This design comes from an exercise in tuning for small area on the open sky130 flow, not from production work. Only simulation tests tie the RTL to the original design; equivalence was not proved.

<file path="flow/constraint.sdc">
create_clock -name core_clock -period 12.0 [get_ports {clock}]
set_input_delay 2.4000 -clock core_clock [delete_from_list [all_inputs] [get_ports {clock}]]
set_output_delay 2.4000 -clock core_clock [all_outputs]
set_load 0.01 [all_outputs]
</file>
<file path="flow/design.v">
`timescale 1ns / 1ps
package q16_pkg;
   localparam int unsigned DataWidth  = 32;
   localparam int unsigned OpWidth    = 3;
   localparam int unsigned StatWidth  = 2;
   localparam int unsigned DivBits    = 49;    
   localparam int unsigned CntWidth   = 6;
   localparam logic [OpWidth-1:0] OpAdd = 3'd0;
   localparam logic [OpWidth-1:0] OpSub = 3'd1;
   localparam logic [OpWidth-1:0] OpMul = 3'd2;
   localparam logic [OpWidth-1:0] OpDiv = 3'd3;
   localparam logic [OpWidth-1:0] OpRem = 3'd4;
   localparam logic [StatWidth-1:0] StOk   = 2'd0;
   localparam logic [StatWidth-1:0] StOvf  = 2'd1;
   localparam logic [StatWidth-1:0] StDiv0 = 2'd2;
   localparam logic [DataWidth-1:0] OvfCode = 32'h8000_0000;
   typedef struct packed {
      logic load;     
      logic step;     
      logic finish;   
   } q16_cmd_type;
   typedef struct packed {
      logic iter_done;
      logic is_div;
   } q16_stat_type;
endpackage
`timescale 1ns / 1ps
module q16_ctrl (
   input  logic                  clock,
   input  logic                  reset,
   input  logic                  in_valid,
   output logic                  in_ready,
   output logic                  out_valid,
   input  logic                  out_ready,
   output q16_pkg::q16_cmd_type  cmd,
   input  q16_pkg::q16_stat_type stat
);
   typedef enum logic [3:0] {
      IDLE   = 4'b0001,
      RUN    = 4'b0010,
      FINISH = 4'b0100,
      OUTPUT = 4'b1000
   } state_type;
   state_type state_ff, state_in;
   always_comb begin
      state_in   = state_ff;
      cmd        = '0;
      in_ready   = 1'b0;
      out_valid  = 1'b0;
      unique case (state_ff)
         IDLE: begin
            in_ready = 1'b1;
            if (in_valid) begin
               cmd.load = 1'b1;
               state_in = RUN;
            end
         end
         RUN: begin
            cmd.step = 1'b1;
            if (stat.iter_done) state_in = FINISH;
         end
         FINISH: begin
            cmd.finish = 1'b1;
            state_in   = OUTPUT;
         end
         OUTPUT: begin
            out_valid = 1'b1;
            in_ready  = out_ready;
            if (out_ready) begin
               if (in_valid) begin
                  cmd.load = 1'b1;
                  state_in = RUN;
               end else begin
                  state_in = IDLE;
               end
            end
         end
         default: state_in = IDLE;
      endcase
   end
   always_ff @(posedge clock) begin
      if (reset) state_ff <= IDLE;
      else       state_ff <= state_in;
   end
endmodule
`timescale 1ns / 1ps
module q16_dpath (
   input  logic                                 clock,
   input  logic                                 reset,
   input  q16_pkg::q16_cmd_type                 cmd,
   output q16_pkg::q16_stat_type                stat,
   input  logic [q16_pkg::OpWidth-1:0]          req_type,
   input  logic signed [q16_pkg::DataWidth-1:0] operand_a,
   input  logic signed [q16_pkg::DataWidth-1:0] operand_b,
   output logic signed [q16_pkg::DataWidth-1:0] result_value,
   output logic [q16_pkg::StatWidth-1:0]        status
);
   localparam int unsigned W = q16_pkg::DataWidth;
   localparam int unsigned D = q16_pkg::DivBits;
   logic [q16_pkg::OpWidth-1:0]  op_ff;
   logic [W-1:0]                 a_ff, b_ff;
   logic [W-1:0]                 ma_ff, mb_ff;
   logic                         sa_ff, sb_ff;
   logic [q16_pkg::CntWidth-1:0] cnt_ff, cnt_in;
   logic [D-1:0]                 num_ff, num_in;    
   logic [W:0]                   rem_ff, rem_in;
   logic [63:0]                  prod_ff, prod_in;
   logic signed [W-1:0]          res_ff, res_in;
   logic [q16_pkg::StatWidth-1:0] st_ff, st_in;
   logic [W-1:0] ma_w, mb_w;
   logic [W+1:0] rem_sh, rem_sub;
   logic [15:0]  pa, pb;
   logic [31:0]  pp;
   assign ma_w = operand_a[W-1] ? (~operand_a + 1'b1) : operand_a;
   assign mb_w = operand_b[W-1] ? (~operand_b + 1'b1) : operand_b;
   always_comb begin
      pa = cnt_ff[0] ? ma_ff[31:16] : ma_ff[15:0];
      pb = cnt_ff[1] ? mb_ff[31:16] : mb_ff[15:0];
   end
   assign pp = pa * pb;
   assign rem_sh  = {rem_ff, num_ff[D-1]};
   assign rem_sub = rem_sh - {2'b00, mb_ff};
   always_comb begin
      cnt_in  = cnt_ff;
      num_in  = num_ff;
      rem_in  = rem_ff;
      prod_in = prod_ff;
      if (cmd.load) begin
         cnt_in  = '0;
         num_in  = (req_type == q16_pkg::OpRem) ? {17'd0, ma_w} : {ma_w, 17'd0};
         rem_in  = '0;
         prod_in = '0;
      end else if (cmd.step) begin
         cnt_in = cnt_ff + 1'b1;
         if (op_ff == q16_pkg::OpDiv || op_ff == q16_pkg::OpRem) begin
            if (!rem_sub[W+1]) begin
               rem_in = rem_sub[W:0];
               num_in = {num_ff[D-2:0], 1'b1};
            end else begin
               rem_in = rem_sh[W:0];
               num_in = {num_ff[D-2:0], 1'b0};
            end
         end else if (cnt_ff < 6'd4) begin
            prod_in = prod_ff + ({32'd0, pp} << {cnt_ff[1], 4'd0} << {cnt_ff[0], 4'd0});
         end
      end
   end
   assign stat.is_div    = (op_ff == q16_pkg::OpDiv) || (op_ff == q16_pkg::OpRem);
   assign stat.iter_done = stat.is_div ? (cnt_ff == 6'(D - 1)) : (cnt_ff == 6'd3);
   logic signed [W:0]  sum;
   logic [63:0]        p_s, q_s;
   logic [W:0]         rnd;
   logic               neg;
   logic [W-1:0]       rmag;
   always_comb begin
      res_in = res_ff;
      st_in  = st_ff;
      sum    = '0;
      p_s    = '0;
      q_s    = '0;
      rnd    = '0;
      neg    = sa_ff ^ sb_ff;
      rmag   = '0;
      if (cmd.finish) begin
         res_in = '0;
         st_in  = q16_pkg::StOk;
         case (op_ff)
            q16_pkg::OpAdd, q16_pkg::OpSub: begin
               sum = (op_ff == q16_pkg::OpAdd) ?
                     ({a_ff[W-1], a_ff} + {b_ff[W-1], b_ff}) :
                     ({a_ff[W-1], a_ff} - {b_ff[W-1], b_ff});
               if (sum[W] != sum[W-1]) begin
                  res_in = q16_pkg::OvfCode;
                  st_in  = q16_pkg::StOvf;
               end else begin
                  res_in = sum[W-1:0];
               end
            end
            q16_pkg::OpMul: begin
               p_s = neg ? (~prod_ff + 1'b1) : prod_ff;
               if ((p_s[63:47] != 17'd0) && (p_s[63:47] != 17'h1FFFF)) begin
                  res_in = q16_pkg::OvfCode;
                  st_in  = q16_pkg::StOvf;
               end else begin
                  q_s = p_s + 64'h8000 - {63'd0, p_s[63]};
                  if ((q_s[63:47] != 17'd0) && (q_s[63:47] != 17'h1FFFF)) begin
                     res_in = q16_pkg::OvfCode;
                     st_in  = q16_pkg::StOvf;
                  end else begin
                     res_in = q_s[47:16];
                  end
               end
            end
            q16_pkg::OpDiv: begin
               if (mb_ff == '0) begin
                  res_in = q16_pkg::OvfCode;
                  st_in  = q16_pkg::StDiv0;
               end else if (num_ff[D-1:W] != '0) begin
                  res_in = q16_pkg::OvfCode;
                  st_in  = q16_pkg::StOvf;
               end else begin
                  rnd = ({1'b0, num_ff[W-1:0]} + 1'b1) >> 1;
                  if (rnd[W-1]) begin
                     res_in = q16_pkg::OvfCode;
                     st_in  = q16_pkg::StOvf;
                  end else begin
                     res_in = neg ? (~rnd[W-1:0] + 1'b1) : rnd[W-1:0];
                  end
               end
            end
            q16_pkg::OpRem: begin
               if (mb_ff == '0) begin
                  st_in = q16_pkg::StDiv0;
               end else begin
                  rmag   = rem_ff[W-1:0];
                  res_in = sa_ff ? (~rmag + 1'b1) : rmag;
               end
            end
            default: ;
         endcase
      end
   end
   always_ff @(posedge clock) begin
      if (cmd.load) begin
         op_ff <= req_type;
         a_ff  <= operand_a;
         b_ff  <= operand_b;
         ma_ff <= ma_w;
         mb_ff <= mb_w;
         sa_ff <= operand_a[W-1];
         sb_ff <= operand_b[W-1];
      end
      cnt_ff  <= cnt_in;
      rem_ff  <= rem_in;
      prod_ff <= prod_in;
      res_ff  <= res_in;
      num_ff  <= num_in;
   end
   always_ff @(posedge clock) begin
      if (reset) st_ff <= q16_pkg::StOk;
      else       st_ff <= st_in;
   end
   assign result_value = res_ff;
   assign status       = st_ff;
endmodule
`timescale 1ns / 1ps
module q16_16_fixed_point_alu (
   input  logic                                 clock,
   input  logic                                 reset,
   input  logic                                 req_valid,
   output logic                                 req_ready,
   input  logic [q16_pkg::OpWidth-1:0]          req_type,
   input  logic signed [q16_pkg::DataWidth-1:0] operand_a,
   input  logic signed [q16_pkg::DataWidth-1:0] operand_b,
   output logic                                 rsp_valid,
   input  logic                                 rsp_ready,
   output logic signed [q16_pkg::DataWidth-1:0] result_value,
   output logic [q16_pkg::StatWidth-1:0]        status
);
   q16_pkg::q16_cmd_type  cmd;
   q16_pkg::q16_stat_type stat;
   q16_ctrl u_ctrl (
      .clock     (clock),
      .reset     (reset),
      .in_valid  (req_valid),
      .in_ready  (req_ready),
      .out_valid (rsp_valid),
      .out_ready (rsp_ready),
      .cmd       (cmd),
      .stat      (stat)
   );
   q16_dpath u_dpath (
      .clock        (clock),
      .reset        (reset),
      .cmd          (cmd),
      .stat         (stat),
      .req_type     (req_type),
      .operand_a    (operand_a),
      .operand_b    (operand_b),
      .result_value (result_value),
      .status       (status)
   );
endmodule
</file>
<file path="flow/run.sh">
#!/bin/bash
# synth_recipe.tcl (not shown) runs the flow's synth.tcl, then flattens the netlist and writes it again
# the make line also repeats each setting of config.mk as NAME=value (left out here)
make -C /OpenROAD-flow-scripts/flow DESIGN_CONFIG=/design/flow/config.mk WORK_HOME=/design/flow/orfs CLKGATE_MAP_FILE= SYNTH_SCRIPT=/design/flow/synth_recipe.tcl finish
</file>
<file path="flow/config.mk">
export PLATFORM = sky130hd
export DESIGN_NAME = q16_16_fixed_point_alu
export DESIGN_NICKNAME = q16_16_fixed_point_alu
export VERILOG_FILES = /design/flow/design.v
export SDC_FILE = /design/flow/constraint.sdc
export NUM_CORES = 4
export LEC_CHECK = 0
export CAP_MARGIN = 20
export CORE_MARGIN = 2
export CORE_UTILIZATION = 40
export SLEW_MARGIN = 20
</file>
==> summary.txt <==
Logic synthesis
  – Synth area leader: edfxtp_1
  – Synthesized area: 37400 sq um
  – Syn. warnings: 2
  – Synthesized flop and latch total: 319
  – Seq/Total Area, Yosys: 22.7%
  – Post-synth top flop: edfxtp_1
  – Syn nets: 5169
  – Synth unique cells: 109
  – Synth top area share: 16.8%
  – Avg Cell Area, Syn: 8.17 sq um
  – Top post-synthesis cells by area: edfxtp_1 17%, ha_1 11%, fa_1 11%
  – Async S/R FF share, synth: 0%
  – Cells after Synth: 4584
  – EDFF count, synth: 210

STA
  – Worst slew margin: 22.4%
  – Final number of max-transition violations: 0
  – TNS Setup: 0 ns
  – Setup Skew: 0.0273 ns
  – Worst-margin pin slew: 1.16 ns
  – Crit path time final: 11.10 ns
  – Final hold vios: 0
  – Final period utilization: 92.5%
  – Max Clk Rate: 90.1 MHz
  – Final setup fails: 0
  – RSZ-0062 raised after global routing: no
  – Setup ws final: 0.897 ns

Floorplan
  – Die Wd: 310 microns
  – Initial Utilization: 40.2%
  – DIE AREA: 96000 sq um
  – DIE HEIGHT: 310 microns
  – Row cnt: 112
  – Core area: 93000 sq um
  – IO Pins: 107

Route
  – Vias per cell: 5.85
  – Drt total wl: 131000 microns
  – Initial drt markers: 3516
  – WL/cell: 22.1 microns
  – Pre-antenna DRT Iters: 7
  – Detailed-route via count: 34600
  – # DRC: 0
  – ANT nets after route: 0

CTS
  – Clk root buf: clkbuf_16
  – Skew-Pair Late Insertion Delay: 0.59 ns
  – Hold-fix buffers, CTS: 0
  – H-tree levels: 2
  – CTS tree: built
  – Clk buf depth: 3
  – Resize count post-CTS: 0
  – TritonCTS buffer count: 39
  – Reg clk slew, reported paths: 0.07 ns
  – Clk sinks: 319
  – Setup Fix Bufs, Post-CTS: 0

Placed design
  – Buffers added on ports: 106
  – Final GP Congestion: 0.965
  – Hpwl dp: 104000 microns
  – Dpl ws: 1.06 ns

Setup path
  – Origin of the critical flop-to-flop path: u_dpath.cnt_ff[0]$_SDFFE_PP0P_
  – Critical path depth: 41
  – Worst reg-to-reg setup slack: 0.90 ns
  – Worst path slowest cell: dfxtp_2
  – CP bufs+invs: 4
  – Critical Path AT: 11.60 ns
  – Worst path top cell family by delay: adder cells
  – RR Endpoint: u_dpath.prod_ff[63]$_SDFFE_PP0P_
  – Maximum fanout along the worst path: 29
  – Setup CP Type: flip-flop to flip-flop
  – Slowest stage delay, CP: 0.83 ns
  – CP required: 12.50 ns
  – Critical Path Start Type: flip-flop
  – Crit. End Element: flip-flop
  – Crit-path most repeated cell: fa_1
  – Worst Reg-to-Reg Cells: 41

GRT
  – Largest net degree at the start of global routing: 81
  – Number of global-route vias before repair: 32500
  – Global-route wire length before repair: 198000 microns
  – Grt total ovfl: 0
  – Gr usage total: 27.0%
  – Initial antenna violation count: 5

Flow run
  – Maxcap violations: 0

Cells and area
  – Synth-to-Final Area Change: 9.92%
  – Layout cell share with drive strength beyond 1: 5.34%
  – Fillers: 9424
  – # nets final: 5220
  – Commonest non-fill, non-tap cell in the layout: nand2_1
  – Most frequent cells in the layout: 514 x nand2_1, 434 x inv_1, 420 x nor2_1

Status
  – Outcome: complete, no violations

Min path
  – Hold Path Sink: u_dpath.st_ff[1]$_SDFFE_PP0P_
  – Min-delay worst type: flip-flop to flip-flop
  – Hold Path Depth: 2
  – Hold wc startpoint: u_dpath.st_ff[1]$_SDFFE_PP0P_
## flip-flops by register name (all words and copies together) (netlist names), 6 cells and up
register,flops
u_dpath.a_ff,30
u_dpath.b_ff,30
u_dpath.cnt_ff,6
u_dpath.ma_ff,32
u_dpath.mb_ff,32
u_dpath.num_ff,49
u_dpath.prod_ff,64
u_dpath.rem_ff,33
u_dpath.res_ff,32
## worst min-delay path, cell delays in order (launching register included)
cell and delay [ns]:
dfxtp_1 0.36, nand2_1 0.07, a21oi_1 0.05
## area by class of cell
class                           count  area [sq um]  area share, %
Antenna cell                        1          2.50        0.00608
Multi-Input combinational cell   3668         26600           64.8
Tap cell                         1254          1570           3.81
Clock inverter                     28           262          0.636
Clock buffer                       43           991           2.41
Inverter                          438          1650           4.01
Sequential cell                   319          8490           20.6
Timing Repair Buffer              169          1530           3.73
## kinds of logic after synthesis
group	Yosys count	share of synthesized area, %
fa+ha+maj	514	21.1
xor+xnor	404	9.45
buf+inv	597	6.36
mux	48	1.35
simple gates	1532	19.2
compound gates	1170	19.8
flops	319	22.7
## stage by stage
step	std cells	area, sq um	hold slack (ns)	utilization [%]
CTS	5919	41100	0.511	44.2
detailed placement	5848	39900	0.499	42.9
global route	5919	41100	0.546	44.2
global placement	5848	39900	0.493	42.9
finish	5920	41100	0.529	44.2
floorplan	4584	37400	0.468	-
## routing by layer
metal | wire, microns | vias to the layer above | GRT usage (%) | part of all wire [%]
li1 | - | 16200 | - | -
met2 | 56100 | 1464 | 41.3 | 43
met4 | 4610 | 0 | 9.10 | 3.5
met3 | 11200 | 233 | 3.39 | 8.6
met1 | 58800 | 16700 | 39.2 | 45
met5 | 0 | - | 0 | 0
## synth_stat cells (12+ instances only)
cell type,n
a211oi_1,32
a21boi_0,18
a21o_1,94
a21oi_1,372
a22o_1,15
a31oi_1,32
and2_1,35
and3_1,35
buf_1,12
clkbuf_1,124
dfxtp_1,109
edfxtp_1,210
fa_1,197
ha_1,317
inv_1,435
mux2_2,20
mux2i_1,28
nand2_1,515
nand2b_1,41
nand3_1,94
nand3b_1,15
nand4_1,54
nor2_1,420
nor2b_1,40
nor3_1,112
nor4_1,46
o211ai_1,19
o21a_1,39
o21ai_0,244
o21ai_2,28
o21bai_1,31
o22ai_1,46
o31ai_1,62
o41ai_1,20
or2_2,20
or3_1,31
or4_1,20
xnor2_1,226
xor2_1,178
## how the worst max path moves through the flow
stage                     slack, ns                           start                               end
after detailed placement       1.06  u_dpath.cnt_ff[0]$_SDFFE_PP0P_  u_dpath.prod_ff[63]$_SDFFE_PP0P_
after global routing           0.14  u_dpath.cnt_ff[0]$_SDFFE_PP0P_  u_dpath.prod_ff[63]$_SDFFE_PP0P_
final                          0.90  u_dpath.cnt_ff[0]$_SDFFE_PP0P_  u_dpath.prod_ff[63]$_SDFFE_PP0P_
after CTS                      1.00  u_dpath.cnt_ff[0]$_SDFFE_PP0P_  u_dpath.prod_ff[63]$_SDFFE_PP0P_
after floorplan                2.11  u_dpath.cnt_ff[0]$_SDFFE_PP0P_  u_dpath.prod_ff[63]$_SDFFE_PP0P_
after global placement         1.19  u_dpath.cnt_ff[0]$_SDFFE_PP0P_  u_dpath.prod_ff[63]$_SDFFE_PP0P_

separate check: timing with driven ports:
The flow's constraints put no driver on any port. The routed layout listed below was extracted and timed again, unchanged, in two steps.
Step 1, drivers: a clkbuf_16 drives clock and a buf_2 each remaining input, both assumed.
Step 2 adds t to the input delays and takes it off the output delays; t is the mean of the earliest and latest rising clock arrival at the registers after step 1. Input paths then give back, and output paths get back, about the clock's delay inside the block.
Three values: ideal, step 1, step 2; two values: the first two.
t, ns: 0.641
setup slack, ns: 0.897 / 0.897 / 0.897
worst slew at a driven data input, ns: 0.08
cell pins on the clock port's net: 1
After both steps this run still meets setup and hold. For this run, drivers alone change the setup slack by 0.000 ns; drivers and shift together by 0.000 ns.
